Context: an optimization exercise on an open-source flow, tuned for small area. The choices shown serve that exercise and are no tape-out recipe. In this exercise RTL edits were held to simulation tests only and were not proved equivalent to the original. Power figures rest on the tool's default switching activity, not on a simulated workload. No driver is modelled on the clock port, so clocking that relies on it looks cheaper here than on a real chip.

## run D
// rob_top
module rob_top (
  input  logic                     clk,
  input  logic                     rst,
  input  logic                     write_en,
  input  logic                     read_en,
  input  logic                     update_en,
  input  logic                     commit_en,
  input  logic                     erase_en,
  input  rob_cfg_pkg::rob_index_t  update_addr,
  input  rob_cfg_pkg::rob_index_t  erase_addr,
  input  logic                     in_done,
  input  logic                     in_reg_write_en,
  input  rob_entry_pkg::reg_addr_t in_reg_addr,
  input  rob_entry_pkg::data_t     in_result,
  input  rob_entry_pkg::exc_code_t in_exc_code,
  input  rob_entry_pkg::addr_t     in_pc,
  output logic                     can_write,
  output logic                     can_read,
  output logic                     can_commit,
  output rob_cfg_pkg::rob_index_t  issue_tag,
  output rob_entry_pkg::addr_t     issue_pc,
  output rob_entry_pkg::exc_code_t issue_exc_code,
  output rob_cfg_pkg::rob_index_t  commit_tag,
  output logic                     commit_reg_write_en,
  output rob_entry_pkg::reg_addr_t commit_reg_addr,
  output rob_entry_pkg::data_t     commit_result,
  output rob_entry_pkg::exc_code_t commit_exc_code,
  output rob_entry_pkg::addr_t     commit_pc
);
Size: about 0.024 mm² of cells after synthesis.
==> module rob_entry_array, before the edit <==
module rob_entry_array (
  input  logic                      clk,
  input  logic                      rst,
  input  rob_entry_pkg::rob_entry_t wr_data,
  output rob_entry_pkg::rob_entry_t issue_entry,
  output rob_entry_pkg::rob_entry_t commit_entry,
  input  logic                      ptr_wr_en,
  input  rob_cfg_pkg::rob_index_t   ptr_wr_index,
  input  rob_cfg_pkg::rob_index_t   ptr_issue_index,
  input  rob_cfg_pkg::rob_index_t   ptr_commit_index,
  output logic                      ptr_head_done
);
  localparam int depth = rob_cfg_pkg::rob_depth;
  localparam int ew    = rob_entry_pkg::entry_width;
  localparam int iw    = rob_entry_pkg::exc_code_width + rob_entry_pkg::addr_width;
  localparam int lw    = ew / 2;
  localparam int hw    = ew - lw;
  logic [depth-1:0][lw-1:0] entries_lo;
  logic [depth-1:0][hw-1:0] entries_hi;
  logic [depth-1:0][iw-1:0] issue_words;
  logic [iw-1:0]            issue_low;
  logic [lw-1:0]            commit_lo;
  logic [hw-1:0]            commit_hi;
  logic [depth-1:0] wr_sel_lo, wr_hold_lo, wr_sel_hi, wr_hold_hi;
  logic [depth-1:0] commit_sel_lo, commit_sel_hi, issue_sel;
  rob_wr_dec u_wr_dec_lo (.en(ptr_wr_en), .idx(ptr_wr_index), .sel(wr_sel_lo), .hold(wr_hold_lo));
  rob_wr_dec u_wr_dec_hi (.en(ptr_wr_en), .idx(ptr_wr_index), .sel(wr_sel_hi), .hold(wr_hold_hi));
  rob_rd_dec u_commit_dec_lo (.idx(ptr_commit_index), .sel(commit_sel_lo));
  rob_rd_dec u_commit_dec_hi (.idx(ptr_commit_index), .sel(commit_sel_hi));
  rob_rd_dec u_issue_dec     (.idx(ptr_issue_index),  .sel(issue_sel));
  for (genvar i = 0; i < depth; i++) begin : g_slot
    rob_slot #(.W(lw)) u_slot_lo (
      .clk  (clk),
      .d    (wr_data[lw-1:0]),
      .sel  (wr_sel_lo[i]),
      .hold (wr_hold_lo[i]),
      .q    (entries_lo[i])
    );
    rob_slot #(.W(hw)) u_slot_hi (
      .clk  (clk),
      .d    (wr_data[ew-1:lw]),
      .sel  (wr_sel_hi[i]),
      .hold (wr_hold_hi[i]),
      .q    (entries_hi[i])
    );
    assign issue_words[i] = {entries_hi[i][iw-lw-1:0], entries_lo[i]};
  end
  rob_rd_mux #(.W(lw)) u_commit_mux_lo (.e(entries_lo),  .sel(commit_sel_lo), .y(commit_lo));
  rob_rd_mux #(.W(hw)) u_commit_mux_hi (.e(entries_hi),  .sel(commit_sel_hi), .y(commit_hi));
  rob_rd_mux #(.W(iw)) u_issue_mux     (.e(issue_words), .sel(issue_sel),     .y(issue_low));
  assign commit_entry = {commit_hi, commit_lo};
  always_comb begin
    issue_entry          = '0;
    issue_entry.exc_code = issue_low[iw-1:rob_entry_pkg::addr_width];
    issue_entry.pc       = issue_low[rob_entry_pkg::addr_width-1:0];
  end
  assign ptr_head_done = commit_entry.done;
endmodule
Settings: LEC_CHECK=0, CAP_MARGIN=5, CORE_MARGIN=2, CORE_UTILIZATION=75, PLACE_DENSITY=0.85, SLEW_MARGIN=5, SYNTH_HIERARCHICAL=1; clock period 5.0 ns.
standard.sh (not shown) runs the stock make flow with config.mk's settings and CLKGATE_MAP_FILE= SYNTH_SCRIPT=/design/flow/synth_recipe.tcl, a recipe that flattens the netlist after the stock synthesis.
==> flow/flow/run.sh <==
#!/bin/bash
# the standard layout, with two changes:
#  - ports are buffered with the smallest buffer instead of clkdlybuf4s50_1
#  - clock tree: large sink clusters on clkbuf_16, no dummy loads
export BUFFER_PORTS_ARGS="-buffer_cell sky130_fd_sc_hd__buf_1"
export CTS_ARGS="-sink_clustering_enable -repair_clock_nets -dont_use_dummy_load -sink_clustering_size 32 -sink_clustering_max_diameter 80 -buf_list sky130_fd_sc_hd__clkbuf_16"
bash standard.sh > standard.log 2>&1
Every stage of run D finished as expected; the final checks, on the other hand, flagged capacitance limit, which means the layout fails.
diff inputs: run D => run C
--- a/flow/design.v
+++ b/flow/design.v
@@ -235,11 +235,12 @@
   logic [hw-1:0]            commit_hi;
   logic [depth-1:0] wr_sel_lo, wr_hold_lo, wr_sel_hi, wr_hold_hi;
   logic [depth-1:0] commit_sel_lo, commit_sel_hi, issue_sel;
   rob_wr_dec u_wr_dec_lo (.en(ptr_wr_en), .idx(ptr_wr_index), .sel(wr_sel_lo), .hold(wr_hold_lo));
-  rob_wr_dec u_wr_dec_hi (.en(ptr_wr_en), .idx(ptr_wr_index), .sel(wr_sel_hi), .hold(wr_hold_hi));
+  assign wr_sel_hi  = wr_sel_lo;
+  assign wr_hold_hi = wr_hold_lo;
   rob_rd_dec u_commit_dec_lo (.idx(ptr_commit_index), .sel(commit_sel_lo));
-  rob_rd_dec u_commit_dec_hi (.idx(ptr_commit_index), .sel(commit_sel_hi));
+  assign commit_sel_hi = commit_sel_lo;
   rob_rd_dec u_issue_dec     (.idx(ptr_issue_index),  .sel(issue_sel));
   for (genvar i = 0; i < depth; i++) begin : g_slot
     rob_slot #(.W(lw)) u_slot_lo (
       .clk  (clk),
## What came out
NOTE: cell area power density in run C exceeds that of run D
Clock-pin slew on the worst setup and hold paths was higher in run D than in run C.
Global-route track usage on met2, run C and run D: smaller value in run C
All-layer global routing usage: run C > run D
Run C closes out successfully: all stages finished, all timing, DRC and antenna checks passed.
Of run C and run D, run D shows the higher die area, with run C below it.

-- static timing again, ports no longer ideal --
The results above use ideal ports. As a check the final layouts listed here were re-extracted and re-timed, cells and wires unchanged. Step 1 (the two cells are an assumption about what drives the block):
set clk [get_ports {clk}]
set_driving_cell -lib_cell sky130_fd_sc_hd__clkbuf_16 $clk
set_driving_cell -lib_cell sky130_fd_sc_hd__buf_2 [delete_from_list [all_inputs] $clk]
Step 2 also shifts input and output timing later by t, the mid clock arrival at the registers, as if the neighbouring blocks saw the same clock. a / b / c = ideal / step 1 / step 2; a / b = the first two.
run	shift t [ns]	setup WS [ns]	hold slack, ns	slew at the worst register clock pin (ns)
run D	0.615	0.482 / 0.427 / 1.042	0.483 / 0.483 / 0.483	0.12 / 0.12
run C	0.618	0.649 / 0.592 / 0.929	0.481 / 0.481 / 0.481	0.12 / 0.12
